Background: an optimization exercise with open tools, aiming at small area, a short achievable clock period and few clock cycles per item. Do not read the settings as production practice. Only simulation tests tie the RTL to the original design; equivalence was not proved. No activity file was given, so power comes from the tool's default toggle rates.

<file path="config.mk">
export PLATFORM = sky130hd
export DESIGN_NAME = act_stream_unit
export DESIGN_NICKNAME = act_stream_unit
export VERILOG_FILES = /design/flow/design.v
export SDC_FILE = /design/flow/constraint.sdc
export NUM_CORES = 4
export LEC_CHECK = 0
export ABC_AREA = 1
export CAP_MARGIN = 20
export CORE_MARGIN = 2
export CORE_UTILIZATION = 42
export CTS_CLUSTER_DIAMETER = 100
export CTS_CLUSTER_SIZE = 20
export SETUP_SLACK_MARGIN = 4.0
export SLEW_MARGIN = 20
export TNS_END_PERCENT = 10
</file>
<file path="constraint.sdc">
create_clock -name core_clock -period 7.5 [get_ports {clk}]
set_input_delay 1.5000 -clock core_clock [delete_from_list [all_inputs] [get_ports {clk}]]
set_output_delay 1.5000 -clock core_clock [all_outputs]
set_load 0.01 [all_outputs]
</file>
<file path="design.v">
package act_pkg;
  localparam int LANE_W = 32;
  typedef enum logic [1:0] {
    ACT_BYPASS = 2'b00,
    ACT_RELU   = 2'b01,
    ACT_LEAKY  = 2'b10,
    ACT_CLIP   = 2'b11
  } act_mode_e;
  function automatic logic is_zero(input logic [LANE_W-1:0] x);
    is_zero = (x[LANE_W-2:0] == '0);
  endfunction
endpackage
module act_lane
#(
  parameter int SHW = 5
) (
  input  logic [act_pkg::LANE_W-1:0] x,
  input  logic [act_pkg::LANE_W-1:0] q,
  input  logic                       hold,
  input  logic [3:0]                 mode,
  input  logic [SHW-1:0]             shift,
  input  logic [act_pkg::LANE_W-2:0] himask,
  input  logic [act_pkg::LANE_W-1:0] clip,
  input  logic                       clip_zero,
  output logic [act_pkg::LANE_W-1:0] d,
  output logic                       zero
);
  localparam int MW = act_pkg::LANE_W - 1;
  logic          s;
  logic [MW-1:0] m;
  logic [MW-1:0] t;
  logic          m_nz, t_nz, gt, leaky_neg, kill, csel, sgn;
  logic          sel_x, sel_t, sel_c;
  assign s         = x[MW];
  assign m         = x[MW-1:0];
  assign t         = m >> shift;
  assign m_nz      = |m;
  assign t_nz      = |(m & himask);
  logic [31:0] g0, e0;
  logic [15:0] g1, e1;
  logic [7:0]  g2, e2;
  logic [3:0]  g3, e3;
  logic [1:0]  g4, e4;
  always_comb begin
    for (int i = 0; i < 32; i++) begin
      if (i < MW) begin g0[i] = m[i] & ~clip[i]; e0[i] = m[i] | ~clip[i]; end
      else        begin g0[i] = 1'b0;            e0[i] = 1'b1;            end
    end
    for (int i = 0; i < 16; i++) begin
      g1[i] = g0[2*i+1] | (e0[2*i+1] & g0[2*i]);
      e1[i] = g0[2*i+1] | (e0[2*i+1] & e0[2*i]);
    end
    for (int i = 0; i < 8; i++) begin
      g2[i] = g1[2*i+1] | (e1[2*i+1] & g1[2*i]);
      e2[i] = g1[2*i+1] | (e1[2*i+1] & e1[2*i]);
    end
    for (int i = 0; i < 4; i++) begin
      g3[i] = g2[2*i+1] | (e2[2*i+1] & g2[2*i]);
      e3[i] = g2[2*i+1] | (e2[2*i+1] & e2[2*i]);
    end
    for (int i = 0; i < 2; i++) begin
      g4[i] = g3[2*i+1] | (e3[2*i+1] & g3[2*i]);
      e4[i] = g3[2*i+1] | (e3[2*i+1] & e3[2*i]);
    end
  end
  assign gt        = g4[1] | (e4[1] & g4[0]);
  assign leaky_neg = mode[act_pkg::ACT_LEAKY] && s;
  assign kill      = s && (mode[act_pkg::ACT_RELU] || mode[act_pkg::ACT_CLIP]);
  assign csel      = mode[act_pkg::ACT_CLIP] && !s && gt;
  assign sel_x = !hold && !kill && !leaky_neg && !csel;
  assign sel_t = !hold && leaky_neg;
  assign sel_c = !hold && csel;
  assign sgn  = (mode[act_pkg::ACT_BYPASS] && s)
             || (mode[act_pkg::ACT_LEAKY]  && s && t_nz)
             || (mode[act_pkg::ACT_CLIP]   && csel && clip[MW]);
  assign zero = (mode[act_pkg::ACT_BYPASS] && !m_nz)
             || (mode[act_pkg::ACT_RELU]   && (s || !m_nz))
             || (mode[act_pkg::ACT_LEAKY]  && (s ? !t_nz : !m_nz))
             || (mode[act_pkg::ACT_CLIP]   && (s || !m_nz || clip_zero));
  assign d[MW]     = hold ? q[MW] : sgn;
  assign d[MW-1:0] = (q[MW-1:0] & {MW{hold}})
                   | (m         & {MW{sel_x}})
                   | (t         & {MW{sel_t}})
                   | (clip[MW-1:0] & {MW{sel_c}});
endmodule
module act_stream_unit
#(
  parameter int LANES = 6,
  parameter int BEATS = 6,
  parameter int SHW   = 5,
  localparam int ZCW  = $clog2(LANES*BEATS+1),
  localparam int CW   = $clog2(BEATS),
  localparam int PCW  = $clog2(LANES+1)
) (
  input  logic                    clk,
  input  logic                    rst_n,
  input  logic [1:0]              mode_i,
  input  logic [SHW-1:0]          shift_i,
  input  logic [act_pkg::LANE_W-1:0]       clip_i,
  input  logic                    in_valid,
  output logic                    in_ready,
  input  logic [LANES*act_pkg::LANE_W-1:0] in_data,
  output logic                    out_valid,
  input  logic                    out_ready,
  output logic [LANES*act_pkg::LANE_W-1:0] out_data,
  output logic                    out_last,
  output logic [ZCW-1:0]          out_zero_cnt
);
  localparam int W  = act_pkg::LANE_W;
  localparam logic [CW-1:0] LAST_BEAT = CW'(BEATS-1);
  logic [CW-1:0]  beat_cnt;      
  logic           mid_q;         
  logic           v_q;
  logic [3:0]     mode_q;        
  logic           czero_q;       
  logic [SHW-1:0] shift_q;
  logic [W-1:0]   clip_q;
  logic [LANES*W-1:0] y_q;
  logic               last_q;
  logic [PCW-1:0]     pop_q;
  logic [ZCW-1:0]     zprev_q;
  logic [ZCW-4:0]     zhi1_q;    
  logic               accept, hold;
  logic [3:0]         mode_e, mode_i_oh;
  logic [SHW-1:0]     shift_e;
  logic [W-1:0]       clip_e;
  logic [W-2:0]       himask;
  logic               clip_zero;
  logic [LANES*W-1:0] y_d;
  logic [LANES-1:0]   zero_d;
  logic [PCW-1:0]     pop_d;
  assign in_ready  = !v_q || out_ready;
  assign hold      = !in_ready;
  assign accept    = in_valid && in_ready;
  assign out_valid = v_q;
  assign out_last  = last_q;
  assign out_data  = y_q;
  logic [2:0] zg, zp;
  logic [3:1] zc;
  assign zg    = zprev_q[2:0] & pop_q;
  assign zp    = zprev_q[2:0] ^ pop_q;
  assign zc[1] = zg[0];
  assign zc[2] = zg[1] | (zp[1] & zg[0]);
  assign zc[3] = zg[2] | (zp[2] & zg[1]) | (zp[2] & zp[1] & zg[0]);
  assign out_zero_cnt = {zc[3] ? zhi1_q : zprev_q[5:3], zp ^ {zc[2:1], 1'b0}};
  for (genvar k = 0; k < 4; k++) begin : g_mode
    assign mode_i_oh[k] = (mode_i == 2'(k));
  end
  assign mode_e    = mid_q ? mode_q  : mode_i_oh;
  assign shift_e   = mid_q ? shift_q : shift_i;
  assign clip_e    = mid_q ? clip_q  : clip_i;
  assign clip_zero = mid_q ? czero_q : (clip_i[W-2:0] == '0);
  for (genvar i = 0; i < W-1; i++) begin : g_mask
    assign himask[i] = (i >= shift_e);
  end
  for (genvar g = 0; g < LANES; g++) begin : g_lane
    act_lane #(.SHW(SHW)) u_lane (
      .x         (in_data[g*W +: W]),
      .q         (y_q[g*W +: W]),
      .hold      (hold),
      .mode      (mode_e),
      .shift     (shift_e),
      .himask    (himask),
      .clip      (clip_e),
      .clip_zero (clip_zero),
      .d         (y_d[g*W +: W]),
      .zero      (zero_d[g])
    );
  end
  logic [2:0] po, pa;
  logic       ge1, ge2, ge3, ge4, ge5, ge6;
  for (genvar k = 0; k < 3; k++) begin : g_pair
    assign po[k] = zero_d[2*k] | zero_d[2*k+1];
    assign pa[k] = zero_d[2*k] & zero_d[2*k+1];
  end
  assign ge1 = po[0] | po[1] | po[2];
  assign ge2 = pa[0] | pa[1] | pa[2] | (po[0] & po[1]) | (po[0] & po[2]) | (po[1] & po[2]);
  assign ge3 = (pa[0] & (po[1] | po[2])) | (pa[1] & (po[0] | po[2])) | (pa[2] & (po[0] | po[1]))
             | (po[0] & po[1] & po[2]);
  assign ge4 = (pa[0] & pa[1]) | (pa[0] & pa[2]) | (pa[1] & pa[2])
             | (pa[0] & po[1] & po[2]) | (pa[1] & po[0] & po[2]) | (pa[2] & po[0] & po[1]);
  assign ge5 = (pa[0] & pa[1] & po[2]) | (pa[0] & pa[2] & po[1]) | (pa[1] & pa[2] & po[0]);
  assign ge6 = pa[0] & pa[1] & pa[2];
  assign pop_d = {ge4, (ge2 & !ge4) | ge6, (ge1 & !ge2) | (ge3 & !ge4) | (ge5 & !ge6)};
  always_ff @(posedge clk or negedge rst_n) begin
    if (!rst_n) begin
      beat_cnt <= '0;
      mid_q    <= 1'b0;
      v_q      <= 1'b0;
    end else begin
      if (in_ready) v_q <= in_valid;
      if (accept) begin
        beat_cnt <= (beat_cnt == LAST_BEAT) ? '0 : beat_cnt + 1'b1;
        mid_q    <= (beat_cnt != LAST_BEAT);
      end
    end
  end
  always_ff @(posedge clk) begin
    y_q <= y_d;
    mode_q  <= mode_e;
    czero_q <= clip_zero;
    shift_q <= shift_e;
    clip_q  <= clip_e;
    if (accept) begin
      last_q  <= (beat_cnt == LAST_BEAT);
      pop_q   <= pop_d;
      zprev_q <= !mid_q ? '0 : out_zero_cnt;
      zhi1_q  <= !mid_q ? 3'd1 : out_zero_cnt[5:3] + 3'd1;
    end
  end
endmodule
</file>
<file path="flow/run.sh">
#!/bin/bash
# The standard layout (the standard.sh, unchanged synthesis and steps),
# with the port buffers made from buf_2 cells instead of the resizer's
# default pick, a slow delay buffer. Every port still gets its buffer.
set -o pipefail
export BUFFER_PORTS_ARGS="-buffer_cell sky130_fd_sc_hd__buf_2"
bash standard.sh > standard.log 2>&1
</file>
<file path="standard.sh">
#!/bin/bash
# synth_recipe.tcl (not shown) runs the flow's synth.tcl, then flattens the netlist and writes it again
# the make line also repeats each setting of config.mk as NAME=value (left out here)
make -C /OpenROAD-flow-scripts/flow DESIGN_CONFIG=/design/flow/config.mk WORK_HOME=/design/flow/orfs CLKGATE_MAP_FILE= SYNTH_SCRIPT=/design/flow/synth_recipe.tcl "${@:-finish}"
</file>
==> results of run 1 <==
synthesized netlist by cell type (all sizes together) (5+ instances only):
cell type     n  area [um2]
a211oi       16         120
a21oi       152         772
a22o         23         201
a22oi        34         255
a31o          5        43.8
a31oi        55         363
a32oi         8        70.1
buf         180        1030
clkbuf       98         368
dfrtp         5         125
dfxtp       228        4560
edfxtp       19         571
inv         452        1700
mux2i        16         160
nand2      1607        6110
nand3       290        1470
nand3b       30         225
nand4        63         394
nor2        361        1470
nor3         40         205
nor4         46         288
o211ai       13        97.6
o21ai       635        3310
o221a        13         146
o221ai       52         455
o22ai        64         400
o31ai        17         165
or2          21         131
timing repair:
item                       CTS  global route
cloned                      30            28
resized for setup          185           335
pin swaps                   30           127
setup endpoints to repair  200           201
buffers inserted            65           122
worst paths after layout:
check	endpoint	slack [ns]
max	y_q[38]	3.72
min in group asynchronous	beat_cnt[0]	0.74
max reg2reg	y_q[38]	3.82
min	clip_q[31]	0.46
min reg2reg	clip_q[31]	0.46
max in group asynchronous	mid_q	6.52
power breakdown:
| part | total (mW) | switching, mW | internal, mW |
|---|---|---|---|
| sequential | 2.21 | 0.356 | 1.86 |
| combinational | 9.99 | 6.91 | 3.08 |
| clock | 1.24 | 0.691 | 0.546 |
| total | 13.4 | 7.96 | 5.48 |
metal layers:
layer  vias up  wire length (um)  GRT usage (%)  share of wire [%]
met3       673             28700           17.7                 17
met5         -                55              0              0.032
met1     17000             64700           66.1                 38
li1      16300                 -              -                  -
met2      3381             64700           67.7                 38
met4        10             11800           26.5                7.0
metrics by stage:
stage / hold slack, ns / utilization (%)
CTS: 0.463 / 50.4
finish: 0.462 / 55.4
floorplan: 0.422 / -
global route: 0.492 / 55.4
global placement: 0.436 / 46.1
detailed placement: 0.441 / 46.1
kinds of logic (layout without fill, tap and decap cells):
logic type	after synthesis	count (layout)	synth area share, %
and+or+nand+nor	2460	2483	40.4
AOI/OAI and AO/OA	1111	1111	25.9
buffers and inverters	734	1201	12.2
DFF	252	252	20.6
muxes	16	16	0.627
adders and majority gates	7	7	0.353
other	0	9	0
critical path: stages:
cell and delay (ns):
sky130_fd_sc_hd__buf_8 0.12, sky130_fd_sc_hd__inv_8 0.06, sky130_fd_sc_hd__nand2_8 0.09, sky130_fd_sc_hd__nand2_8 0.21, sky130_fd_sc_hd__nand2_8 0.08, sky130_fd_sc_hd__buf_12 0.15
sky130_fd_sc_hd__inv_1 0.42, sky130_fd_sc_hd__nand2_1 0.39, sky130_fd_sc_hd__o22ai_1 0.79, sky130_fd_sc_hd__a221oi_1 0.32, sky130_fd_sc_hd__nand3_1 0.17
sequential cells by signal, summed over array words and instances, names as in the netlist:
| register | count |
|---|---|
| shift_q | 5 |
| mid_q | 1 |
| czero_q | 1 |
| clip_q | 32 |
| zhi1_q | 3 |
| y_q | 192 |
| beat_cnt | 3 |
| last_q | 1 |
| v_q | 1 |
| zprev_q | 6 |
| pop_q | 3 |
| mode_q | 4 |
area by class of cell:
| cell class | count | area, um2 |
|---|---|---|
| diodes | 9 | 22.5 |
| clock buffers | 25 | 541 |
| clock inverters | 10 | 129 |
| fillers | 6316 | 26900 |
| inverters | 456 | 1820 |
| multi-input cells | 3617 | 18900 |
| flip-flops and latches | 252 | 5260 |
| well taps | 782 | 978 |
| repair buffers | 707 | 5660 |
| repair inverters | 3 | 30.0 |
==> results.txt, run 1 <==
Power and ir drop:
- The worst IR drop on VDD is around 250 uV.
- The reported leakage power is 15.8 nW.
- For this design the ratio of total power to cell area is 403 nW/um2.
- The total design power is 13.4 mW.

Placement:
- The global placer's final weighted congestion is 1.06.
- The HPWL after detailed placement is approximately 110000 um.
- The number of placed instances, taps included, is 5572.
- After detailed placement, the total cell area comes to 27800 um2.
- The total of buffers placed on input and output ports is 435.
- The worst-case setup slack after placement is 2.48 ns.

Logic synthesis:
- A synthesized cell averages 5.57 um2.
- Of all flip-flops after synthesis, the portion carrying an async set or reset was 1.98%.
- In the synthesized netlist the dominant register cell turns out to be sky130_fd_sc_hd__dfxtp_1.
- Synthesis handed over a netlist of 4580 instances.
- The flip-flop and latch count after synthesis is 252.
- The post-synthesis instance area is around 26000 um2.
- The share of synthesized area occupied by flip-flops and latches is between 20 and 25%.
- The number of enable-type register cells in the synthesized netlist is 19.
- Counting every net in the synthesized netlist gives a little under 5000.
- The synthesized netlist contains 64 unique library cells.
- The number of warnings reported in the yosys synthesis log is 2.

Setup path:
- The startpoint identified for the worst register-to-register timing path is mid_q.
- Along the worst path, the maximum fanout reaches 7.
- The element type at the critical path end is a flop.
- Tracing the worst setup path back leads to its startpoint at shift_i[1].
- At the worst endpoint, the required time is about 8 ns.
- The critical path data arrival time is 4.33 ns.
- The depth of the worst register-to-register path is 12.
- The critical path is of the in -> reg type.
- The critical path startpoint category is an input pin.

Drt:
- Dividing the detail-routed wire length by the instance count gives 29.0 um.
- The number of DRC violations after detailed-routing iteration 0 is 6654.
- Dividing the detail-routed via count by the number of cells gives approximately 6.4.
- The final wirelength is 170000 um.
- The first-pass detailed-route iteration total is 8.
- In the routed design, unresolved DRC markers number 0.
- The via count of the routed design is 37400.
- In this run the remaining antenna-violating nets after routing total 0.

Finish:
- The proportion of layout cells with a drive suffix above 1 is 22.0%.
- The post-route standard cell area excluding fillers is about 33000 um2.
- The commonest non-fill, non-tap cell in the layout is sky130_fd_sc_hd__nand2_1.
- The final net count is 5298.
- The library cells used most frequently in the layout, excluding fill and tap cells, are sky130_fd_sc_hd__nand2_1 (1492), sky130_fd_sc_hd__o21ai_0 (536), sky130_fd_sc_hd__buf_2 (428), sky130_fd_sc_hd__inv_1 (408), sky130_fd_sc_hd__nor2_1 (299).
- Once layout is complete, the cells apart from fillers number approximately 5900.
- The area growth from synthesis to layout is 30.7%.

Clock network:
- The CTS tree is built.
- The number of buffers added to fix hold violations after cts is 0.
- The total CTS buffers is 21.
- The clock insertion delay at the later pin of the skew report is 0.61 ns.
- The register clock-pin slew on the reported worst setup and hold paths is 0.09 ns.
- The CTS root buffer is sky130_fd_sc_hd__clkbuf_16.
- The clock passes through at most 3 buffers.
- Clock tree synthesis found a total of 252 sinks.
- In this run the number of H-tree levels came out at 1.

Floorplanning:
- For this configuration, the core starts out at a cell density of 42.4%.
- The overall die width is 251 um.
- In this run the vertical extent of the chip is 251 um.
- The floorplan step defined a die boundary enclosing around 63000 um2.
- The row count is 90.
- The core region is 60200 um2.
- The count of boundary I/O pins is 436.

STA:
- The clock arrives with 0.0282 ns of skew.
- The accumulated negative setup slack is 0 ns.
- Setup repair after global routing could not meet its margin everywhere.
- The total count of max-transition violations in the final report came to 0.
- The final critical path takes up 50.4% of the cycle.
- After layout, the minimum clock period comes to 3.78 ns.
- The maximum clock frequency is 0.265 GHz.
- The final worst-path setup slack is between 3 and 4 ns.
- The total count of hold-check failures in the final report is 0.
- The worst pin sits at a relative slew slack of a little under a third.
- Setup violations remaining at the end of the flow were counted as 0.
- The actual transition at the worst max-transition pin is 1.02 ns.

Global route:
- The global-route wire length before repair is 227000 um.
- The number of global-route vias before repair came to 31800.
- Entering global routing, the biggest net connects 79 pins.
- The number of antenna violations at the first check in global routing is 14.
- The leftover overflow at the end of global routing is 0.
- The combined global-route utilization of all metal layers is about half.

Worst hold path:
- The worst hold path passes through 2 cells.
- The min-delay analysis places its worst path in the category reg -> reg.
- The startpoint identified for the worst hold timing path is clip_q[31].

Run:
- The number of max-capacitance violations reported is 0.

Run status:
- The flow ran to the end and the layout has no timing, DRC or antenna violations.
Testbench counts, summed over its fixed seeds: cycles 4,808, beats 4,800.
==> run 2, diff against run 1 <==
--- a/config.mk
+++ b/config.mk
@@ -15,2 +15 @@
 export SLEW_MARGIN = 20
-export TNS_END_PERCENT = 10
==> results.txt, run 2 <==
Run status:
- The flow ran to the end and the layout has no timing, DRC or antenna violations.

STA:
- The final worst-path setup slack is between 3 and 4 ns.
- After routing, the total negative slack on setup checks comes to 0 ns.
- The final critical-path required period is about 3.8 ns.
- The final clock skew is 0.0368 ns.
- The worst path uses 50.1% of the clock period.
- The total count of hold-check failures in the final report is 0.
- Setup repair after global routing could not meet its margin everywhere.
- Setup violations remaining at the end of the flow were counted as 0.
- Timing would allow up to 0.266 GHz.
- The total count of max-transition violations in the final report was 0.
- At the pin with the least slew margin, the transition time is 0.985 ns.
- The worst slew slack as a fraction of its limit is 34.3%.

Floorplanning:
- The area of the die is 62800 um2.
- The total area inside the core boundary comes to 60200 um2.
- Once the floorplan was initialized, standard cells occupied approximately 42% of the core.
- 436 I/O pins were placed.
- The overall die width is 251 um.
- From bottom edge to top edge, the die measures 251 um.
- The row count is 90.

Global route:
- The number of antenna violations at the first check in global routing is 14.
- Global routing used 67.2% of the available met1 tracks.
- The combined global-route utilization of all metal layers is between 40% and 50%.
- The maximum number of pins on one net before global-route repair is 79.
- Summed over all layers, the global routing overflow is 0.
- The layer flagged by global routing as most heavily used is met2.
- The first global-routing pass estimated between 200000 and 250000 um of wire.
- The number of global-route vias before repair is 32100.
- The routing usage on met2 is around two thirds.
- The met3 usage is 17.6%.

Finish:
- The flip-flop count of the largest register after layout is 192.
- Cells fill 55.3% of the core in the end.
- The area taken by flip-flops and latches is between 5000 and 6000 um2.
- The filler cells instantiated in the layout total 6259.
- Cells with a size suffix above 1 make up roughly 22% of the layout.
- Compared with the post-synthesis result, the final layout area differs by 30.4%.
- Leaving out fill and tap cells, the most frequent cell in the layout is sky130_fd_sc_hd__nand2_1.
- Leaving out fill and tap cells, the most frequent cells in the layout are sky130_fd_sc_hd__nand2_1 (1485), sky130_fd_sc_hd__o21ai_0 (523), sky130_fd_sc_hd__buf_2 (424), sky130_fd_sc_hd__inv_1 (406), sky130_fd_sc_hd__nor2_1 (301).
- The finished layout holds 5848 standard cells, fillers aside.
- In the final layout, the registers with the most flip-flops are y_q: 192 flops, clip_q: 32 flops, zprev_q: 6 flops.
- The final net count is 5284.
- Summing all multi-input logic gate instances after layout gives about 19000 um2.
- The largest register by flop count is y_q.

Logic synthesis:
- Summed over all instances, the cell type with the most area after synthesis is sky130_fd_sc_hd__nand2_1.
- Sequential elements use ~21% of the synthesized area.
- The main flop type after synthesis is sky130_fd_sc_hd__dfxtp_1.
- The cell with the most instances after synthesis is sky130_fd_sc_hd__nand2_1.
- The synthesized area divided by synthesized cell count is 5.57 um2.
- The share of synthesized registers carrying an async set or reset is under 10%.
- By count the netlist is led by sky130_fd_sc_hd__nand2_1 (1582), sky130_fd_sc_hd__o21ai_0 (566), sky130_fd_sc_hd__inv_1 (424).
- The post-synthesis instance area is 25500 um2.
- The number of nets produced by synthesis is 4820.
- The number of enable-type register cells in the synthesized netlist is 19.
- The fraction of post-synthesis cell area in the top cell type by area is a little under a quarter.
- The flip-flop and latch count after synthesis is 252.
- In the synthesized netlist, the number of instances is 4580.
- The number of distinct library cells after synthesis is 64.
- By area the synthesized netlist is led by sky130_fd_sc_hd__nand2_1 (23%), sky130_fd_sc_hd__dfxtp_1 (18%), sky130_fd_sc_hd__o21ai_0 (11%).
- The number of warnings reported in the yosys synthesis log is 2.

Drt:
- The via count of the routed design is around 37000.
- The first-pass detailed-route iteration total is 10.
- The routed design has 170000 um of wire.
- The number of routed nets with antenna violations is 0.
- After the first detailed-routing iteration, the DRC count stood at 6708.
- The average wire length per cell after detail routing is 29.0 um.
- The number of vias per cell after detailed routing is 6.39.
- The DRC violation count after routing is 0.

Worst hold path:
- The sink of the worst hold path is clip_q[31].
- The class of the worst hold path is reg -> reg.
- Along the worst hold path, the cell count comes to 2.
- The worst hold path startpoint is clip_q[31].

Clock network:
- In this run the clock root is driven by a sky130_fd_sc_hd__clkbuf_16.
- The maximum buffer depth of the clock tree is 3.
- The number of buffers added to fix hold violations after cts is 0.
- The total CTS buffers is 21.
- The register clock-pin slew on the reported worst setup and hold paths is 0.09 ns.
- TritonCTS built the clock tree.
- The CTS H-tree depth is 1.
- The number of sinks handled by clock tree synthesis is ~250.
- The clock reaches the later pin of the worst-skew pair after 0.62 ns.

Power and ir drop:
- The power density normalized to cell area is 404 nW/um2.
- After layout, the design draws a total of 13.4 mW.
- The analysis attributes to cell leakage a power of 15.9 nW.
- The worst IR drop on VDD is 276 uV.

Setup path:
- The type of the worst setup path is in -> reg.
- The worst flop-to-flop path startpoint is mid_q.
- Data arrives at the worst endpoint at approximately 4.3 ns.
- The critical register-to-register path endpoint is y_q[38].
- In this run the register-to-register setup slack is 3.81 ns.
- At the worst endpoint, the required time is 8.04 ns.
- The critical path startpoint category is an input pin.
- STA classifies the critical path endpoint as a flop.
- The number of cells on the worst reg-to-reg path is 11.
- The worst-path maximum fanout is 11.

Placement:
- OpenSTA, run right after detailed placement, puts the worst setup slack at 2.48 ns.
- The total of buffers placed on input and output ports is 435.
- Detailed placement finished with a half-perimeter wire length of 114000 um.
- The global placer's final weighted congestion is 1.06.
- The placed cell count is 5572.

Run:
- Max-cap violations in this run came to 0.
run 2: cell count changes in the layout (fill, tap and decap cells not counted), sizes merged:
cell / delta
buf: -7
clkbuf: -7
clkinv: -1
diode: +1
inv: +1
run 2: cell families after synthesis:
group	share of synthesized area [%]
and+or+nand+nor	40.4
AOI/OAI and AO/OA	25.9
buffers and inverters	12.2
DFF	20.6
muxes	0.627
adders and majority gates	0.353
run 2: area by class of cell:
| class | count | share of cell area [%] |
|---|---|---|
| multi-input cells | 3617 | 57.3 |
| repair buffers | 693 | 16.5 |
| flip-flops and latches | 252 | 15.8 |
| inverters | 456 | 5.35 |
| well taps | 782 | 2.94 |
| clock buffers | 25 | 1.62 |
| clock inverters | 10 | 0.387 |
| repair inverters | 3 | 0.0752 |
| diodes | 10 | 0.0752 |
run 2: how the worst max path moves through the flow:
| stage | from | endpoint |
|---|---|---|
| final | shift_i[1] | y_q[38] |
| after global routing | clip_i[11] | y_q[125] |
| after CTS | shift_i[1] | pop_q[0] |
| after detailed placement | shift_i[0] | pop_q[0] |
| after global placement | shift_i[0] | pop_q[0] |
| after floorplan | out_ready | in_ready |
run 2: through the flow:
step	hold slack [ns]	instance area, um2
after floorplan	0.422	25600
after detailed placement	0.441	27800
after global routing	0.499	33300
final	0.461	33300
after CTS	0.463	30800
after global placement	0.436	27800
run 2: critical path, stage by stage:
cell and delay (ns):
sky130_fd_sc_hd__buf_6 0.11, sky130_fd_sc_hd__inv_4 0.07, sky130_fd_sc_hd__nand2_8 0.09, sky130_fd_sc_hd__nand2_8 0.22, sky130_fd_sc_hd__nand2_8 0.08, sky130_fd_sc_hd__buf_12 0.16
sky130_fd_sc_hd__inv_1 0.44, sky130_fd_sc_hd__nand2_1 0.41, sky130_fd_sc_hd__o22ai_1 0.74, sky130_fd_sc_hd__a221oi_1 0.28, sky130_fd_sc_hd__nand3_1 0.16
run 2: repair_timing:
item	CTS	global route
endpoints found under the setup margin	200	199
pin swaps	38	111
gates cloned	34	19
gates resized for setup	220	331
endpoints found under the hold margin	0	0
setup buffers	82	96
run 2: metal layers:
layer  up-vias  wire (um)
li1      16200          -
met1     17000      64400
met2      3425      64800
met3       676      28500
met4        10      12100
met5         -         54
run 2: power by group:
group | internal (mW) | switching [mW]
Combinational | 3.06 | 6.93
Sequential | 1.86 | 0.362
Clock | 0.546 | 0.686
Total | 5.46 | 7.97
==> run 3, diff against run 2 <==
--- a/design.v
+++ b/design.v
@@ -19,3 +19,3 @@
   input  logic                       hold,
-  input  logic [3:0]                 mode,
+  input  logic [1:0]                 mode,
   input  logic [SHW-1:0]             shift,
@@ -66,5 +66,5 @@
   assign gt        = g4[1] | (e4[1] & g4[0]);
-  assign leaky_neg = mode[act_pkg::ACT_LEAKY] && s;
-  assign kill      = s && (mode[act_pkg::ACT_RELU] || mode[act_pkg::ACT_CLIP]);
-  assign csel      = mode[act_pkg::ACT_CLIP] && !s && gt;
+  assign leaky_neg = (mode == act_pkg::ACT_LEAKY) && s;
+  assign kill      = s && (mode == act_pkg::ACT_RELU || mode == act_pkg::ACT_CLIP);
+  assign csel      = (mode == act_pkg::ACT_CLIP) && !s && gt;
   assign sel_x = !hold && !kill && !leaky_neg && !csel;
@@ -72,9 +72,16 @@
   assign sel_c = !hold && csel;
-  assign sgn  = (mode[act_pkg::ACT_BYPASS] && s)
-             || (mode[act_pkg::ACT_LEAKY]  && s && t_nz)
-             || (mode[act_pkg::ACT_CLIP]   && csel && clip[MW]);
-  assign zero = (mode[act_pkg::ACT_BYPASS] && !m_nz)
-             || (mode[act_pkg::ACT_RELU]   && (s || !m_nz))
-             || (mode[act_pkg::ACT_LEAKY]  && (s ? !t_nz : !m_nz))
-             || (mode[act_pkg::ACT_CLIP]   && (s || !m_nz || clip_zero));
+  always_comb begin
+    case (mode)
+      act_pkg::ACT_BYPASS: sgn = s;
+      act_pkg::ACT_RELU:   sgn = 1'b0;
+      act_pkg::ACT_LEAKY:  sgn = s && t_nz;
+      default:             sgn = csel && clip[MW];
+    endcase
+    case (mode)
+      act_pkg::ACT_BYPASS: zero = !m_nz;
+      act_pkg::ACT_RELU:   zero = s || !m_nz;
+      act_pkg::ACT_LEAKY:  zero = s ? !t_nz : !m_nz;
+      default:             zero = s || !m_nz || clip_zero;
+    endcase
+  end
   assign d[MW]     = hold ? q[MW] : sgn;
@@ -111,6 +118,5 @@
   logic [CW-1:0]  beat_cnt;      
-  logic           mid_q;         
+  logic           first_q;       
   logic           v_q;
-  logic [3:0]     mode_q;        
-  logic           czero_q;       
+  logic [1:0]     mode_q;
   logic [SHW-1:0] shift_q;
@@ -121,5 +127,4 @@
   logic [ZCW-1:0]     zprev_q;
-  logic [ZCW-4:0]     zhi1_q;    
   logic               accept, hold;
-  logic [3:0]         mode_e, mode_i_oh;
+  logic [1:0]         mode_e;
   logic [SHW-1:0]     shift_e;
@@ -138,5 +143,6 @@
   logic [2:0] zg, zp;
-  logic [3:1] zc;
-  assign zg    = zprev_q[2:0] & pop_q;
-  assign zp    = zprev_q[2:0] ^ pop_q;
+  logic [5:0] zc;
+  assign zg = zprev_q[2:0] & pop_q;
+  assign zp = zprev_q[2:0] ^ pop_q;
+  assign zc[0] = 1'b0;
   assign zc[1] = zg[0];
@@ -144,10 +150,9 @@
   assign zc[3] = zg[2] | (zp[2] & zg[1]) | (zp[2] & zp[1] & zg[0]);
-  assign out_zero_cnt = {zc[3] ? zhi1_q : zprev_q[5:3], zp ^ {zc[2:1], 1'b0}};
-  for (genvar k = 0; k < 4; k++) begin : g_mode
-    assign mode_i_oh[k] = (mode_i == 2'(k));
-  end
-  assign mode_e    = mid_q ? mode_q  : mode_i_oh;
-  assign shift_e   = mid_q ? shift_q : shift_i;
-  assign clip_e    = mid_q ? clip_q  : clip_i;
-  assign clip_zero = mid_q ? czero_q : (clip_i[W-2:0] == '0);
+  assign zc[4] = zprev_q[3] & zc[3];
+  assign zc[5] = zprev_q[4] & zprev_q[3] & zc[3];
+  assign out_zero_cnt = {zprev_q[5:3], zp} ^ zc;
+  assign mode_e    = first_q ? mode_i  : mode_q;
+  assign shift_e   = first_q ? shift_i : shift_q;
+  assign clip_e    = first_q ? clip_i  : clip_q;
+  assign clip_zero = (clip_e[W-2:0] == '0);
   for (genvar i = 0; i < W-1; i++) begin : g_mask
@@ -187,3 +192,3 @@
       beat_cnt <= '0;
-      mid_q    <= 1'b0;
+      first_q  <= 1'b1;
       v_q      <= 1'b0;
@@ -193,3 +198,3 @@
         beat_cnt <= (beat_cnt == LAST_BEAT) ? '0 : beat_cnt + 1'b1;
-        mid_q    <= (beat_cnt != LAST_BEAT);
+        first_q  <= (beat_cnt == LAST_BEAT);
       end
@@ -199,6 +204,2 @@
     y_q <= y_d;
-    mode_q  <= mode_e;
-    czero_q <= clip_zero;
-    shift_q <= shift_e;
-    clip_q  <= clip_e;
     if (accept) begin
@@ -206,4 +207,8 @@
       pop_q   <= pop_d;
-      zprev_q <= !mid_q ? '0 : out_zero_cnt;
-      zhi1_q  <= !mid_q ? 3'd1 : out_zero_cnt[5:3] + 3'd1;
+      zprev_q <= first_q ? '0 : out_zero_cnt;
+      if (first_q) begin
+        mode_q  <= mode_i;
+        shift_q <= shift_i;
+        clip_q  <= clip_i;
+      end
     end
==> flow/run.sh (replaced) <==
#!/bin/bash
# The standard layout (the standard.sh and its steps) with two changes:
#  - synthesis maps the logic with flow/area.abc (see flow/synth.tcl);
#    everything else in synthesis is synth_recipe.tcl as is;
#  - the port buffers are buf_2 cells instead of the resizer's default pick,
#    a slow delay buffer. Every port still gets its buffer.
set -o pipefail
HERE=$(pwd)
export FLOW_ABC_SCRIPT=$HERE/flow/area.abc
export BUFFER_PORTS_ARGS="-buffer_cell sky130_fd_sc_hd__buf_2"
bash standard.sh SYNTH_SCRIPT=$HERE/flow/synth.tcl finish > standard.log 2>&1
==> flow/area.abc (new file) <==
strash
ifraig
scorr
dc2
strash
dch -f
map -B 0.9
topo
stime -c
buffer -c
upsize -c
dnsize -c
==> flow/synth.tcl (new file) <==
# The standard synthesis (synth_recipe.tcl), with one change: abc maps
# with flow/area.abc, a variant of ORFS's abc_area.script that runs a
# fraig / scorr / dc2 pass on the logic before mapping. Registers are not
# touched by abc, so they keep the standard synthesis's names and cells.
proc synth {args} { yosys synth -nofsm -noshare {*}$args }
proc abc {args} {
  set i [lsearch $args -script]
  if {$i >= 0} { lset args [expr {$i + 1}] $::env(FLOW_ABC_SCRIPT) }
  yosys abc {*}$args
}
source $::env(SCRIPTS_DIR)/synth.tcl
# left out here: clear keep_hierarchy, flatten, clean up, hide names made inside functions, write 1_2_yosys.v
--- a/config.mk
+++ b/config.mk
@@ -15 +15,2 @@
 export SLEW_MARGIN = 20
+export TNS_END_PERCENT = 10
==> results.txt, run 3 <==
Run status:
- The run finished with no timing, DRC or antenna violations.

Setup path:
- The critical path startpoint category is an input pin.
- The worst flop-to-flop path startpoint is first_q.
- The worst path required time is 8.03 ns.
- The type of the worst setup path is in -> reg.
- In this run the worst setup path terminates at y_q[35].
- The worst register-to-register path ends at y_q[37].
- The critical path data arrival time is approximately 4.4 ns.
- In this run the register-to-register setup slack is 3.68 ns.
- Tracing the worst setup path back leads to its startpoint at shift_i[0].
- The depth of the worst register-to-register path is 13.
- In this run the worst path has a maximum fanout of 57.
- STA classifies the critical path endpoint as a flop.

Power and ir drop:
- Dividing total power by cell area gives a power density of between 400 and 500 nW/um2.
- Across the VDD grid, the largest voltage drop is 320 uV.
- Net switching is 61.3% of the power.
- The part of the power in the clock network is under 10%.
- The cell internal power dissipation is between 5 and 6 mW.
- In this run the power spent charging and discharging nets is 8.18 mW.
- For this design the static power due to leakage is about 15 nW.
- The total design power is 13.4 mW.
- The power share of the sequential group is 16.4%.
- The share of total power dissipated in combinational logic is 74.7%.

Placement:
- The total of buffers placed on input and output ports is 435.
- The congestion estimate from routability-driven global placement came to between 1 and 1.5.
- The HPWL reported at the end of detailed placement is ~130000 um.

Clock network:
- Clock latency on the worst-skew pair, taken at its later pin, is 0.60 ns.
- Buffers inserted during clock tree synthesis total 19.
- The CTS root buffer is sky130_fd_sc_hd__clkbuf_16.
- The number of sinks handled by clock tree synthesis is about 250.
- CTS built an H-tree with a depth of 1.
- The register clock-pin slew on the reported worst setup and hold paths is 0.09 ns.
- The CTS tree is built.
- The maximum buffer depth of the clock tree is 3.
- The number of buffers added to fix hold violations after cts is 0.

Floorplanning:
- The die covers 63100 um2.
- Once the floorplan was initialized, standard cells occupied around 42% of the core.
- The count of boundary I/O pins is ~440.
- The die is around 250 um tall.
- The overall die width is 251 um.
- The row count is 90.
- The floorplan step defined a core boundary enclosing 60400 um2.

Logic synthesis:
- The number of distinct library cells after synthesis is 60.
- Counting instances in the post-synthesis netlist gives the leading cell types as sky130_fd_sc_hd__nand2_1 (1295), sky130_fd_sc_hd__o21ai_0 (538), sky130_fd_sc_hd__nand3_1 (473).
- Counting flops and latches in the post-synthesis netlist gives 246.
- The cell with the most instances after synthesis is sky130_fd_sc_hd__nand2_1.
- The share of synthesized area in the top cell type comes to 19.0%.
- The share of synthesized area occupied by flip-flops and latches is 21.5%.
- The cell count after synthesis came out at between 4000 and 5000.
- In this run the cell area of the synthesized design comes to 25600 um2.
- The post-synthesis cell type with the largest combined area is sky130_fd_sc_hd__nand2_1.
- Counting every net in the synthesized netlist gives approximately 4700.
- The share of synthesized registers carrying an async set or reset is 2.03%.
- Counting flops with a built-in enable in the synthesized netlist gives 55.
- For this run, the number of Yosys warnings is 2.
- Among all flip-flop cells after synthesis, the most frequent one is sky130_fd_sc_hd__dfxtp_1.
- By area the synthesized netlist is led by sky130_fd_sc_hd__nand2_1 (19%), sky130_fd_sc_hd__dfxtp_1 (15%), sky130_fd_sc_hd__o21ai_0 (10%).
- In this run the mean area of a mapped cell was 5.73 um2.

Global route:
- The number of global-route vias before repair is 33600.
- The leftover overflow at the end of global routing is 0.
- The number of antenna violations at the first check in global routing is 16.
- Entering global routing, the biggest net connects 106 pins.
- The first global-routing pass estimated 255000 um of wire.
- The combined global-route utilization of all metal layers is 56.4%.

STA:
- The actual transition at the worst max-transition pin is 1.05 ns.
- The total count of hold-check failures in the final report is 0.
- The worst slew slack as a fraction of its limit is 30.0%.
- After layout, the worst path uses about 51% of the clock period.
- Setup repair after global routing could not meet its margin everywhere.
- The clock arrives with 0.0308 ns of skew.
- The worst hold slack across all endpoints is about 0.5 ns.
- The total setup violations reported at the end of the flow is 0.
- The total count of max-transition violations in the final report is 0.
- The worst path in the final design needs a cycle of 3.85 ns, including I/O delays and setup.
- For the final routed database, the setup TNS stands at 0 ns.
- The maximum clock frequency is 0.260 GHz.

Finish:
- In the final layout, the registers with the most flip-flops are y_q: 192 flops, clip_q: 32 flops, zprev_q: 6 flops.
- The flip-flop count of the largest register after layout is 192.
- The library cells used most frequently in the layout, excluding fill and tap cells, are sky130_fd_sc_hd__nand2_1 (1227), sky130_fd_sc_hd__o21ai_0 (486), sky130_fd_sc_hd__nand3_1 (463), sky130_fd_sc_hd__buf_2 (434), sky130_fd_sc_hd__inv_1 (416).
- The largest register by flop count is y_q.
- The net count of the finished layout is just over 5000.
- Cells fill 53.8% of the core in the end.
- The commonest non-fill, non-tap cell in the layout is sky130_fd_sc_hd__nand2_1.
- The post-route netlist has 20.7% of its cells at a drive strength greater than 1.
- The area growth from synthesis to final layout is 26.6%.
- After filler insertion, the fill cell instance count of the layout stands at 6279.

Drt:
- The first detailed-routing pass ran for 14 iterations.
- For this block, the initial DRC count from the detailed router was 8945.
- The count of nets left with antenna violations once routing finished came out at 0.
- The DRC violation count after routing is 0.
- The number of vias per cell after detailed routing is 7.03.
- The final layout contains routed wiring with a total length of 195000 um.
- In the final routed layout, each cell accounts on average for 34.4 um.
- The via count of the routed design is 39900.

Run:
- The number of max-capacitance violations reported is 0.

Worst hold path:
- The class of the worst hold path is reg -> reg.
==> run 3: timing repair <==
item | 4_1_cts | 5_1_grt
resized for setup | 232 | 184
pin swaps | 34 | 29
setup endpoints to repair | 200 | 200
buffers inserted | 78 | 61
cloned | 28 | 20
==> run 3: layer usage <==
layer  vias up  track usage, %  part of all wire (%)
met2      4411            75.1                    36
met1     18100            71.8                    35
met3      1122            31.4                    21
li1      16300               -                     -
met4        20            28.6                   7.8
met5         -            1.62                  0.23
==> run 3: worst min-delay path by stage <==
stage | startpoint | endpoint | slack (ns) | cells past startpoint
after detailed placement | y_q[190] | y_q[190] | 0.46 | 2
after global placement | y_q[190] | y_q[190] | 0.46 | 2
after CTS | y_q[39] | y_q[39] | 0.48 | 2
after floorplan | beat_cnt[2] | beat_cnt[1] | 0.45 | 1
final | y_q[39] | y_q[39] | 0.49 | 2
after global routing | beat_cnt[2] | beat_cnt[1] | 0.51 | 1
==> run 3: cell families after synthesis <==
group                    Yosys count  share of synthesized area (%)
AO/OA/AOI/OAI                   1041                           23.9
buffers and inverters            773                           12.4
adder cells (fa/ha/maj)            5                          0.273
XOR/XNOR                           2                         0.0683
AND/OR/NAND/NOR                 2389                           41.0
flip-flops                       246                           21.5
multiplexers                      21                          0.820
==> run 3: critical path, stage by stage <==
cell                      delay (ns)
sky130_fd_sc_hd__buf_2          0.14
sky130_fd_sc_hd__nand2_8        0.18
sky130_fd_sc_hd__nand2_8        0.27
sky130_fd_sc_hd__o21ai_1        0.30
sky130_fd_sc_hd__inv_1          0.06
sky130_fd_sc_hd__o21ai_1        0.43
sky130_fd_sc_hd__nor2_1         0.08
sky130_fd_sc_hd__a31oi_1        0.46
sky130_fd_sc_hd__nand2_1        0.18
sky130_fd_sc_hd__o21ai_2        0.25
sky130_fd_sc_hd__nand2_1        0.12
sky130_fd_sc_hd__o31ai_1        0.12
sky130_fd_sc_hd__a22oi_1        0.14
sky130_fd_sc_hd__nand3_1        0.13
==> run 3: power groups by stage <==
stage / clock network, mW / registers [mW] / logic [mW]
finish: 1.20 / 2.18 / 9.97
global route: 1.21 / 2.19 / 9.95
CTS: 1.17 / 2.15 / 8.21
detailed placement: 0 / 2.18 / 7.32
global placement: 0 / 2.18 / 7.34
floorplan: 0 / 2.22 / 4.15
==> run 3: layout make-up <==
type,count,area [um2],area share [%]
diodes,16,40.0,0.123
clock buffers,25,541,1.67
clock inverters,8,114,0.351
inverters,454,1830,5.65
multi-input cells,3481,18500,57.0
flip-flops and latches,246,5500,17.0
well taps,782,978,3.01
repair buffers,668,4920,15.1
repair inverters,3,26.3,0.0810
==> run 3: stage by stage <==
| step | cell area [um2] | setup WS (ns) | std cells |
|---|---|---|---|
| after detailed placement | 28000 | 2.34 | 5445 |
| after floorplan | 25700 | 3.84 | 4477 |
| after CTS | 30700 | 3.82 | 5584 |
| after global routing | 32400 | 3.76 | 5670 |
| final | 32500 | 3.65 | 5683 |
| after global placement | 28000 | 2.35 | 5445 |
Testbench counts of run 3, summed over its fixed seeds: cycles 4,808, beats 4,800.
==> run 4, diff against run 3 <==
--- a/design.v
+++ b/design.v
@@ -28,12 +28,14 @@
   localparam int MW = act_pkg::LANE_W - 1;
-  logic          s;
-  logic [MW-1:0] m;
-  logic [MW-1:0] t;
-  logic          m_nz, t_nz, gt, leaky_neg, kill, csel, sgn;
-  logic          sel_x, sel_t, sel_c;
+  logic           s;
+  logic [MW-1:0]  m;
+  logic [SHW-1:0] shl;
+  logic [MW-1:0]  u;
+  logic           m_nz, t_nz, gt, leaky_neg, kill, csel, pass, sgn;
+  logic           sel_lo, sel_hi, sel_c;
   assign s         = x[MW];
   assign m         = x[MW-1:0];
-  assign t         = m >> shift;
   assign m_nz      = |m;
   assign t_nz      = |(m & himask);
+  assign leaky_neg = (mode == act_pkg::ACT_LEAKY) && s;
+  assign kill      = s && (mode == act_pkg::ACT_RELU || mode == act_pkg::ACT_CLIP);
   logic [31:0] g0, e0;
@@ -66,8 +68,9 @@
   assign gt        = g4[1] | (e4[1] & g4[0]);
-  assign leaky_neg = (mode == act_pkg::ACT_LEAKY) && s;
-  assign kill      = s && (mode == act_pkg::ACT_RELU || mode == act_pkg::ACT_CLIP);
   assign csel      = (mode == act_pkg::ACT_CLIP) && !s && gt;
-  assign sel_x = !hold && !kill && !leaky_neg && !csel;
-  assign sel_t = !hold && leaky_neg;
-  assign sel_c = !hold && csel;
+  assign pass   = !kill && !csel;
+  assign shl    = leaky_neg ? shift : '0;
+  assign u      = m >> shl[SHW-2:0];
+  assign sel_lo = !hold && pass && !shl[SHW-1];
+  assign sel_hi = !hold && pass && shl[SHW-1];
+  assign sel_c  = !hold && csel;
   always_comb begin
@@ -86,7 +89,10 @@
   end
-  assign d[MW]     = hold ? q[MW] : sgn;
-  assign d[MW-1:0] = (q[MW-1:0] & {MW{hold}})
-                   | (m         & {MW{sel_x}})
-                   | (t         & {MW{sel_t}})
-                   | (clip[MW-1:0] & {MW{sel_c}});
+  assign d[MW] = (q[MW] & hold) | (sgn & !hold);
+  for (genvar i = 0; i < MW; i++) begin : g_bit
+    if (i + 16 < MW) begin : g_two
+      assign d[i] = (q[i] & hold) | (u[i] & sel_lo) | (u[i+16] & sel_hi) | (clip[i] & sel_c);
+    end else begin : g_one
+      assign d[i] = (q[i] & hold) | (u[i] & sel_lo) | (clip[i] & sel_c);
+    end
+  end
 endmodule
==> flow/run.sh (replaced) <==
#!/bin/bash
# The standard layout (the standard.sh, unchanged synthesis and steps),
# with the port buffers made from buf_2 cells instead of the resizer's
# default pick, a slow delay buffer. Every port still gets its buffer.
set -o pipefail
export BUFFER_PORTS_ARGS="-buffer_cell sky130_fd_sc_hd__buf_2"
bash standard.sh > standard.log 2>&1
removed: flow/area.abc
removed: flow/synth.tcl
==> results.txt, run 4 <==
Placement:
- Port buffering added 435 buffers.
- At the end of routability-driven placement, the weighted congestion stood at 1.02.
- The wire-length estimate of the detail-placed layout is approximately 94000 um.
- The worst-case setup slack after placement is around 2.3 ns.
- The placed cell count is 5584.

Logic synthesis:
- After synthesis, the cell types taking the most area are sky130_fd_sc_hd__nand2_1 (27%), sky130_fd_sc_hd__dfxtp_1 (15%), sky130_fd_sc_hd__o21ai_0 (9.6%).
- The post-synthesis cell type with the largest combined area is sky130_fd_sc_hd__nand2_1.
- The post-synthesis instance area is about 26000 um2.
- Synthesis instantiated 55 different standard cells from the library.
- The synthesized instance count is about 4600.
- The number of enable-type register cells in the synthesized netlist is 55.
- Sequential elements use ~22% of the synthesized area.
- The cell with the most instances after synthesis is sky130_fd_sc_hd__nand2_1.
- The main flop type after synthesis is sky130_fd_sc_hd__dfxtp_1.
- Counting flops and latches in the post-synthesis netlist gives 246.
- The number of warnings reported in the yosys synthesis log is 2.
- The synthesized area divided by synthesized cell count is 5.59 um2.
- The commonest cells after synthesis are sky130_fd_sc_hd__nand2_1 (1840), sky130_fd_sc_hd__o21ai_0 (489), sky130_fd_sc_hd__inv_1 (359).
- The number of nets handed over by synthesis was 4805.
- After synthesis, the share of flip-flops with an asynchronous set or reset is 2.03%.
- The fraction of post-synthesis cell area in the top cell type by area is 27.1%.

Setup path:
- The element type at the critical path end is a flop.
- The critical path data arrival time is 3.99 ns.
- The critical path is of the in -> reg type.
- In this run the worst path has a maximum fanout of 5.
- The critical path startpoint category is an input pin.
- STA puts the critical path data required time at 7.81 ns.

Floorplanning:
- Measured along the y axis, the die boundary spans 250 um.
- From left edge to right edge, the die measures 250 um.
- The floorplan step defined a die boundary enclosing 62700 um2.
- The initialized floorplan defines 90 standard-cell rows.
- Once the floorplan was initialized, standard cells occupied approximately 42% of the core.
- The count of boundary I/O pins is 436.
- The area of the placeable core is 60200 um2.

Power and ir drop:
- The worst IR drop on VDD is 165 uV.
- The power density normalized to cell area is 366 nW/um2.
- Power comes to 11.7 mW.
- The reported leakage power is 15.9 nW.
- Summed over all nets, the switching power comes to approximately 6.5 mW.
- The switching power as a share of total power is 55.6%.
- The power share of the sequential group is 19.8%.
- Combinational logic is responsible for between 70% and 80% of the overall power.
- The part of the power in the clock network is ~9%.
- Cell internal power was estimated by the tool at 5.18 mW.

Drt:
- The first-pass detailed-route iteration total is 9.
- The average wire length per cell after detail routing is 23.7 um.
- The DRC violation count after routing is 0.
- Once detail routing completed, the nets flagged for antenna violations numbered 0.
- The uppermost signal routing layer after detailed routing is met5.
- The routed design uses 57300 um of met2 wire.
- The via count of the routed design is 34400.
- The detailed router finished its first iteration with 5150 violations.
- The sum of met3 wire segment lengths after detailed routing is ~19000 um.
- The detailed router put a total of ~53000 um of wire on met1.
- Dividing the detail-routed via count by the number of cells gives 5.89.
- Summed over all layers, the routed wires come to 138000 um.

Finish:
- The largest register by flop count is y_q.
- The register with the most flip-flops in the layout has 186 of them.
- The area taken by flip-flops and latches is roughly 5500 um2.
- The commonest non-fill, non-tap cell in the layout is sky130_fd_sc_hd__nand2_1.
- The post-route netlist has about a fifth of its cells at a drive strength greater than 1.
- For this run, the post-layout net count is between 5000 and 6000.
- The non-filler instance count after layout is 5842.
- The area of the multi-input gates is 18200 um2.
- The library cells used most frequently in the layout, excluding fill and tap cells, are sky130_fd_sc_hd__nand2_1 (1789), sky130_fd_sc_hd__o21ai_0 (460), sky130_fd_sc_hd__buf_2 (432), sky130_fd_sc_hd__inv_1 (338), sky130_fd_sc_hd__nor2_1 (268).
- Fill cells in the final layout number 6414.
- The area growth from synthesis to layout is 25.0%.
- The largest registers in the layout are y_q: 186 flops, clip_q: 32 flops, zprev_q: 6 flops.

Global route:
- The combined global-route utilization of all metal layers is approximately 41%.
- The number of global-route vias before repair came to 29600.
- The leftover overflow at the end of global routing is 0.
- The number of antenna violations at the first check in global routing came to 36.
- The first global-routing pass estimated 192000 um of wire.
- Entering global routing, the biggest net connects 132 pins.

Clock network:
- In this run, post-CTS hold repair placed 0 buffers.
- The number of clock buffers added by TritonCTS is 17.
- The maximum buffer depth of the clock tree is 3.
- The CTS tree is built.
- Clock-pin slew was measured on the worst setup and hold paths at around 0.090 ns.
- In this run the number of H-tree levels came out at 1.
- Clock tree synthesis selected as its root buffer the cell sky130_fd_sc_hd__clkbuf_16.
- The number of sinks handled by clock tree synthesis is roughly 250.
- The clock insertion delay at the later pin of the skew report is between 0.5 and 0.6 ns.

Worst hold path:
- The class of the worst hold path is reg -> reg.

STA:
- The final clock skew is 0.0235 ns.
- Adding up every negative setup slack in the final design gives 0 ns.
- The total count of hold-check failures in the final report is 0.
- The maximum clock frequency is 0.272 GHz.
- The worst path in the final design needs a cycle of between 3 and 4 ns, including I/O delays and setup.
- Setup repair after global routing could not meet its margin everywhere.
- Hold is met by ~0.47 ns.
- Setup violations remaining at the end of the flow were counted as 0.
- Setup slack closes at 3.82 ns.
- The total count of max-transition violations in the final report was 0.
- Measured against its own limit, the worst slew margin works out to 41.6%.
- The actual transition at the worst max-transition pin is 0.875 ns.
- Of the available clock period, the critical path in the final layout requires 49.0%.

Run:
- Across the run, the number of max-cap violations was 0.

Run status:
- The run finished with no timing, DRC or antenna violations.
run 4: cell types whose count changed after synthesis, sizes merged, moves of 36 or more:
| cell | before | now |
|---|---|---|
| nand3 | 475 | 240 |
| nand4 | 225 | 124 |
| a21oi | 114 | 59 |
| inv | 453 | 392 |
| a22oi | 67 | 1 |
| mux2i | 21 | 57 |
| nor2 | 264 | 330 |
| o22ai | 77 | 35 |
| nand3b | 1 | 75 |
| nand2 | 1330 | 1878 |
run 4: area by class of cell:
class / count / area share, %
repair inverters: 14 / 0.314
repair buffers: 669 / 15.1
multi-input cells: 3677 / 57.0
diodes: 30 / 0.236
inverters: 396 / 5.32
flip-flops and latches: 246 / 17.3
well taps: 782 / 3.07
clock buffers: 24 / 1.58
clock inverters: 4 / 0.118
run 4: path summary, 6_finish.rpt:
check                           start          end  slack (ns)  cells past startpoint
max                        shift_i[3]     pop_q[0]        3.82                     26
min                          y_q[152]     y_q[152]        0.47                      2
max reg2reg                   first_q     pop_q[0]        3.92                     26
min reg2reg                  y_q[152]     y_q[152]        0.47                      2
max in group asynchronous       rst_n      first_q        6.52                      1
min in group asynchronous       rst_n  beat_cnt[0]        0.76                      1
run 4: what timing repair did:
| item | 4_1_cts | 5_1_grt |
|---|---|---|
| gates resized for setup | 189 | 166 |
| setup buffers | 91 | 80 |
| pin swaps | 44 | 40 |
| endpoints found under the setup margin | 200 | 198 |
| cloned | 20 | 9 |
| endpoints found under the hold margin | 0 | 0 |
run 4: power by group through the flow:
stage	clock network (mW)	registers, mW	logic (mW)
detailed placement	0	2.32	6.70
global route	1.07	2.36	8.72
CTS	1.03	2.30	7.45
floorplan	0	2.49	3.88
finish	1.02	2.31	8.33
global placement	0	2.33	6.66
run 4: through the flow:
stage | util, % | instance area (um2)
2_1_floorplan | - | 25500
5_1_grt | 52.9 | 31900
3_3_place_gp | 46.3 | 27900
4_1_cts | 50.5 | 30400
3_5_place_dp | 46.3 | 27900
6_report | 52.9 | 31900
run 4: cells by family (layout without fill, tap and decap cells):
kind of cell | Yosys count | in the layout | synth area share (%)
AOI/OAI and AO/OA | 869 | 869 | 19.2
xor gates and xnor gates | 1 | 1 | 0.0343
adders and majority gates | 5 | 5 | 0.275
buffers and inverters | 651 | 1107 | 10.8
DFF | 246 | 246 | 21.6
muxes | 57 | 57 | 2.24
other | 0 | 30 | 0
and+or+nand+nor | 2736 | 2745 | 45.9
run 4: layer usage:
metal	track usage, %	up-vias
met2	60.2	2274
met4	23.3	20
met3	11.1	481
li1	-	16000
met5	0	-
met1	54.6	15600
run 4: worst max-delay path, stage by stage:
cell and delay, ns:
sky130_fd_sc_hd__buf_6 0.07, sky130_fd_sc_hd__nand2_4 0.06, sky130_fd_sc_hd__nand2_4 0.12, sky130_fd_sc_hd__buf_6 0.14, sky130_fd_sc_hd__nor2_4 0.05, sky130_fd_sc_hd__nor2_4 0.31
sky130_fd_sc_hd__clkinvlp_4 0.29, sky130_fd_sc_hd__buf_6 0.19, sky130_fd_sc_hd__nand2_2 0.04, sky130_fd_sc_hd__nand2_1 0.04, sky130_fd_sc_hd__nor2_1 0.09, sky130_fd_sc_hd__nand2_1 0.06
sky130_fd_sc_hd__nor2_2 0.11, sky130_fd_sc_hd__nand2_1 0.07, sky130_fd_sc_hd__nand2_2 0.09, sky130_fd_sc_hd__nand2_4 0.08, sky130_fd_sc_hd__nand2_4 0.08, sky130_fd_sc_hd__nand2_4 0.07
sky130_fd_sc_hd__inv_4 0.06, sky130_fd_sc_hd__nand2_2 0.04, sky130_fd_sc_hd__nand2_1 0.06, sky130_fd_sc_hd__nand2_1 0.06, sky130_fd_sc_hd__nand2_2 0.09, sky130_fd_sc_hd__nor2_4 0.05
sky130_fd_sc_hd__nand2_1 0.06, sky130_fd_sc_hd__nand2_1 0.07
Testbench counts of run 4, summed over its fixed seeds: cycles 4,808, beats 4,800.
==> run 5, diff against run 4 <==
--- a/config.mk
+++ b/config.mk
@@ -13,2 +13,3 @@
 export CTS_CLUSTER_SIZE = 20
+export PLACE_DENSITY = 0.7
 export SETUP_SLACK_MARGIN = 4.0
==> results.txt, run 5 <==
Run status:
- The run finished with no timing, DRC or antenna violations.

Logic synthesis:
- Multiplexer cells account for 2.24% of the synthesized area.
- Yosys attributes the largest share of cell area to sky130_fd_sc_hd__nand2_1 (27%), sky130_fd_sc_hd__dfxtp_1 (15%), sky130_fd_sc_hd__o21ai_0 (9.6%).
- The fraction of post-synthesis cell area in the top cell type by area is between 20% and 30%.
- Counting flops with an async set or reset pin after synthesis yields a share of under 10%.
- For this run, the number of Yosys warnings is 2.
- The mapped netlist covers 25500 um2.
- The number of nets produced by synthesis is 4805.
- The main combinational cell family by area after synthesis is simple AND/OR/NAND/NOR gates.
- The synthesized netlist devotes 0.0343% of its cell area to XOR and XNOR gates.
- The post-synthesis cell type with the largest combined area is sky130_fd_sc_hd__nand2_1.
- Summing the areas of all fa, ha and maj instances in the mapped netlist gives 0.275% of the synthesized area.
- The number of enable-type register cells in the synthesized netlist is 55.
- For this run, the register share of the synthesized area comes to 21.6%.
- The flip-flop and latch count after synthesis is roughly 250.
- Of the total synthesized cell area, the portion taken by AND, OR, NAND and NOR gates is approximately 46%.
- The complex-gate fraction of the synthesized area is 19.2%.
- After synthesis, the netlist uses 55 different library cells.
- The synthesized instance count is roughly 4600.
- The main flop type after synthesis is sky130_fd_sc_hd__dfxtp_1.
- Ranked by instance count, the synthesized netlist is headed by sky130_fd_sc_hd__nand2_1 (1840), sky130_fd_sc_hd__o21ai_0 (489), sky130_fd_sc_hd__inv_1 (359).
- The most common cell in the synthesized netlist is sky130_fd_sc_hd__nand2_1.
- The synthesized area divided by synthesized cell count is 5.59 um2.

STA:
- The accumulated negative setup slack is 0 ns.
- Dividing the final minimum period by the clock period gives approximately half.
- The total count of max-transition violations in the final report was 0.
- The worst path needs 3.63 ns of the cycle, external delays included.
- Measured against its own limit, the worst slew margin works out to 44.6%.
- On the final layout, the worst clock skew is just under 0.03 ns.
- Setup repair after global routing could not meet its margin everywhere.
- At the pin with the least slew margin, the transition time is 0.828 ns.
- Based on the critical path, the design can be clocked at up to 0.276 GHz.
- Setup violations remaining at the end of the flow were counted as 0.
- The total count of hold-check failures in the final report was 0.

Placement:
- After detailed placement, the design holds a cell count of 5579.
- Routability-driven placement finished with a final weighted congestion of 1.08.
- In this run the tool buffered the top-level ports with 435 buffer cells.
- The wire-length estimate of the detail-placed layout is between 90000 and 100000 um.

Drt:
- The final wirelength is 140000 um.
- The number of DRC violations after detailed-routing iteration 0 is ~5600.
- The via count of the routed design is 35000.
- The number of routed nets with antenna violations is 0.
- The number of vias per cell after detailed routing is 6.03.
- The first TritonRoute pass finished after 10 iterations.
- In the routed design, unresolved DRC markers number 0.
- In the final routed layout, each cell accounts on average for between 20 and 25 um.

Clock network:
- Clock latency on the worst-skew pair, taken at its later pin, is 0.59 ns.
- The total CTS buffers is 18.
- The register clock-pin slew on the reported worst setup and hold paths is 0.09 ns.
- In this run the number of H-tree levels came out at 1.
- The tree is rooted in a sky130_fd_sc_hd__clkbuf_16.
- TritonCTS built the clock tree.
- The clock passes through at most 3 buffers.
- The number of sinks handled by clock tree synthesis is about 250.

Power and ir drop:
- The part of the power in the clock network is 9.3%.
- Of the total power, registers draw ~20%.
- For this design the static power due to leakage is 15.8 nW.
- The switching power as a share of total power is 56.3%.
- In this run the power spent charging and discharging nets is 6.51 mW.
- Dividing total power by cell area gives a power density of 367 nW/um2.
- The cell internal power dissipation is 5.04 mW.
- The portion of total power attributed to combinational logic is a little over two thirds.
- IR analysis of the VDD net gives a maximum drop of about 180 uV.

Setup path:
- The worst setup path is of the in -> reg kind.
- STA classifies the critical path startpoint as an input pin.
- The element type at the critical path end is a flop.
- The worst-path maximum fanout is 25.
- STA puts the critical path data arrival time at 4.14 ns.
- The slack of the worst reg-to-reg path is 3.98 ns.
- The worst path required time is 8.02 ns.

Floorplanning:
- The floorplan die height is approximately 250 um.
- The row count is 90.
- From left edge to right edge, the die measures 250 um.
- For this configuration, the core starts out at a cell density of 42.3%.
- After floorplanning, the core was sized to cover 60200 um2.
- The die covers 62700 um2.
- During I/O placement, the number of pins put on the boundary was approximately 440.

Run:
- Across the run, the number of max-cap violations was 0.

Finish:
- The largest registers in the layout are y_q: 186 flops, clip_q: 32 flops, zprev_q: 6 flops.
- In the layout the commonest cells are sky130_fd_sc_hd__nand2_1 (1787), sky130_fd_sc_hd__o21ai_0 (466), sky130_fd_sc_hd__buf_2 (433), sky130_fd_sc_hd__inv_1 (340), sky130_fd_sc_hd__nor2_1 (267).
- The register with the most flip-flops in the final layout is y_q.
- The library cell used most frequently in the layout, excluding fill and tap cells, is sky130_fd_sc_hd__nand2_1.
- The non-filler instance count after layout is 5802.
- In the final design database the tool counted 5222 nets.
- The area growth from synthesis to final layout is 23.3%.
- Cells with a size suffix above 1 make up between 10% and 20% of the layout.
- The register with the most flip-flops in the layout has 186 of them.

Global route:
- The number of global-route vias before repair came to 30600.
- The number of antenna violations at the first check in global routing is 31.
- The global-route wire length before repair is 196000 um.
- Global routing used 41.9% of the available tracks across all layers.
- The maximum number of pins on one net before global-route repair is 74.
- The leftover overflow at the end of global routing is 0.

Worst hold path:
- The class of the worst hold path is reg -> reg.
==> run 5: cell families (layout without fill, tap and decap cells) <==
| kind of cell | after synthesis | in the layout |
|---|---|---|
| and+or+nand+nor | 2736 | 2745 |
| muxes | 57 | 57 |
| AOI/OAI and AO/OA | 869 | 869 |
| DFF | 246 | 246 |
| adders and majority gates | 5 | 5 |
| xor gates and xnor gates | 1 | 1 |
| other | 0 | 27 |
| buffers and inverters | 651 | 1070 |
==> run 5: layout make-up <==
cell class	count	area [um2]
fillers	6317	28800
multi-input cells	3677	18200
flip-flops and latches	246	5510
repair buffers	632	4350
inverters	396	1730
well taps	782	978
clock buffers	26	522
repair inverters	11	95.1
diodes	27	67.6
clock inverters	5	56.3
==> run 5: per-stage QoR <==
step / power (mW) / instance area (um2) / utilization, % / hold slack, ns / worst slack, ns
2_1_floorplan: 6.36 / 25500 / - / 0.481 / 3.83
3_3_place_gp: 8.91 / 27800 / 46.2 / 0.453 / 2.37
3_5_place_dp: 8.95 / 27800 / 46.2 / 0.450 / 2.38
4_1_cts: 10.7 / 30200 / 50.2 / 0.477 / 3.89
5_1_grt: 12.0 / 31400 / 52.2 / 0.499 / 3.75
6_report: 11.6 / 31500 / 52.2 / 0.472 / 3.87
==> run 5: worst paths after layout <==
path	start	end	depth (start not counted)
min	y_q[148]	y_q[148]	2
max in group asynchronous	rst_n	first_q	1
min in group asynchronous	rst_n	beat_cnt[2]	1
min reg2reg	y_q[148]	y_q[148]	2
max reg2reg	first_q	y_q[173]	15
max	mode_i[1]	y_q[138]	12
==> run 5: metal layers <==
layer	global-route usage (%)	share of wire [%]
met5	0	0.079
met4	31.2	8.8
met3	13.1	15
met2	60.4	40
met1	52.4	36
==> run 5: power groups by stage <==
stage	Sequential [mW]	Combinational, mW	Clock, mW
2_1_floorplan	2.49	3.88	0
3_3_place_gp	2.36	6.55	0
3_5_place_dp	2.35	6.60	0
4_1_cts	2.32	7.27	1.07
5_1_grt	2.38	8.49	1.12
6_report	2.34	8.14	1.08
==> run 5: worst max-delay path: stages <==
cell	delay, ns
sky130_fd_sc_hd__buf_2	0.10
sky130_fd_sc_hd__nand2_1	0.07
sky130_fd_sc_hd__nand2_2	0.20
sky130_fd_sc_hd__nand3_4	0.22
sky130_fd_sc_hd__nor2_2	0.26
sky130_fd_sc_hd__inv_2	0.15
sky130_fd_sc_hd__nor2_1	0.23
sky130_fd_sc_hd__buf_4	0.34
sky130_fd_sc_hd__clkinvlp_2	0.49
sky130_fd_sc_hd__o21ai_0	0.39
sky130_fd_sc_hd__nand2_1	0.10
sky130_fd_sc_hd__nand3b_1	0.09
==> run 5: repair_timing <==
item / in CTS / in global routing
pin swaps: 36 / 41
endpoints found under the setup margin: 200 / 196
buffers inserted: 74 / 65
gates resized for setup: 174 / 159
cloned: 20 / 6
hold buffers: 0 / 0

-- port drivers added, routing unchanged --
In the flow no input, the clock included, has a driving cell. The finished layouts below were timed again as built, in two steps.
Step 1 sets driving cells, clkbuf_16 on the clock port and buf_2 on the other inputs (assumed; they add their load-dependent delay and slew).
Step 2, shift: input delay + t, output delay - t, t = (earliest + latest rising clock arrival at the registers) / 2. This alone moves slack from input paths to output paths.
Slacks: ideal / step 1 / step 2; pairs: ideal / step 1.
| run | t, ns | setup WS [ns] | worst setup path after step 2 | cell pins on the clock port's net |
|---|---|---|---|---|
| run 1 | 0.665 | 3.720 / 3.738 / 3.073 | input to register | 1 |
| run 2 | 0.669 | 3.742 / 3.769 / 3.100 | input to register | 1 |
| run 3 | 0.660 | 3.654 / 3.677 / 3.042 | input to register | 1 |
| run 4 | 0.608 | 3.825 / 3.794 / 3.186 | input to register | 1 |
| run 5 | 0.635 | 3.872 / 3.827 / 3.265 | input to register | 1 |
After both steps setup and hold are still met in every run listed. The setup slack of run 1, which loses most, moves by +0.018 ns with the drivers and by -0.647 ns with both steps.
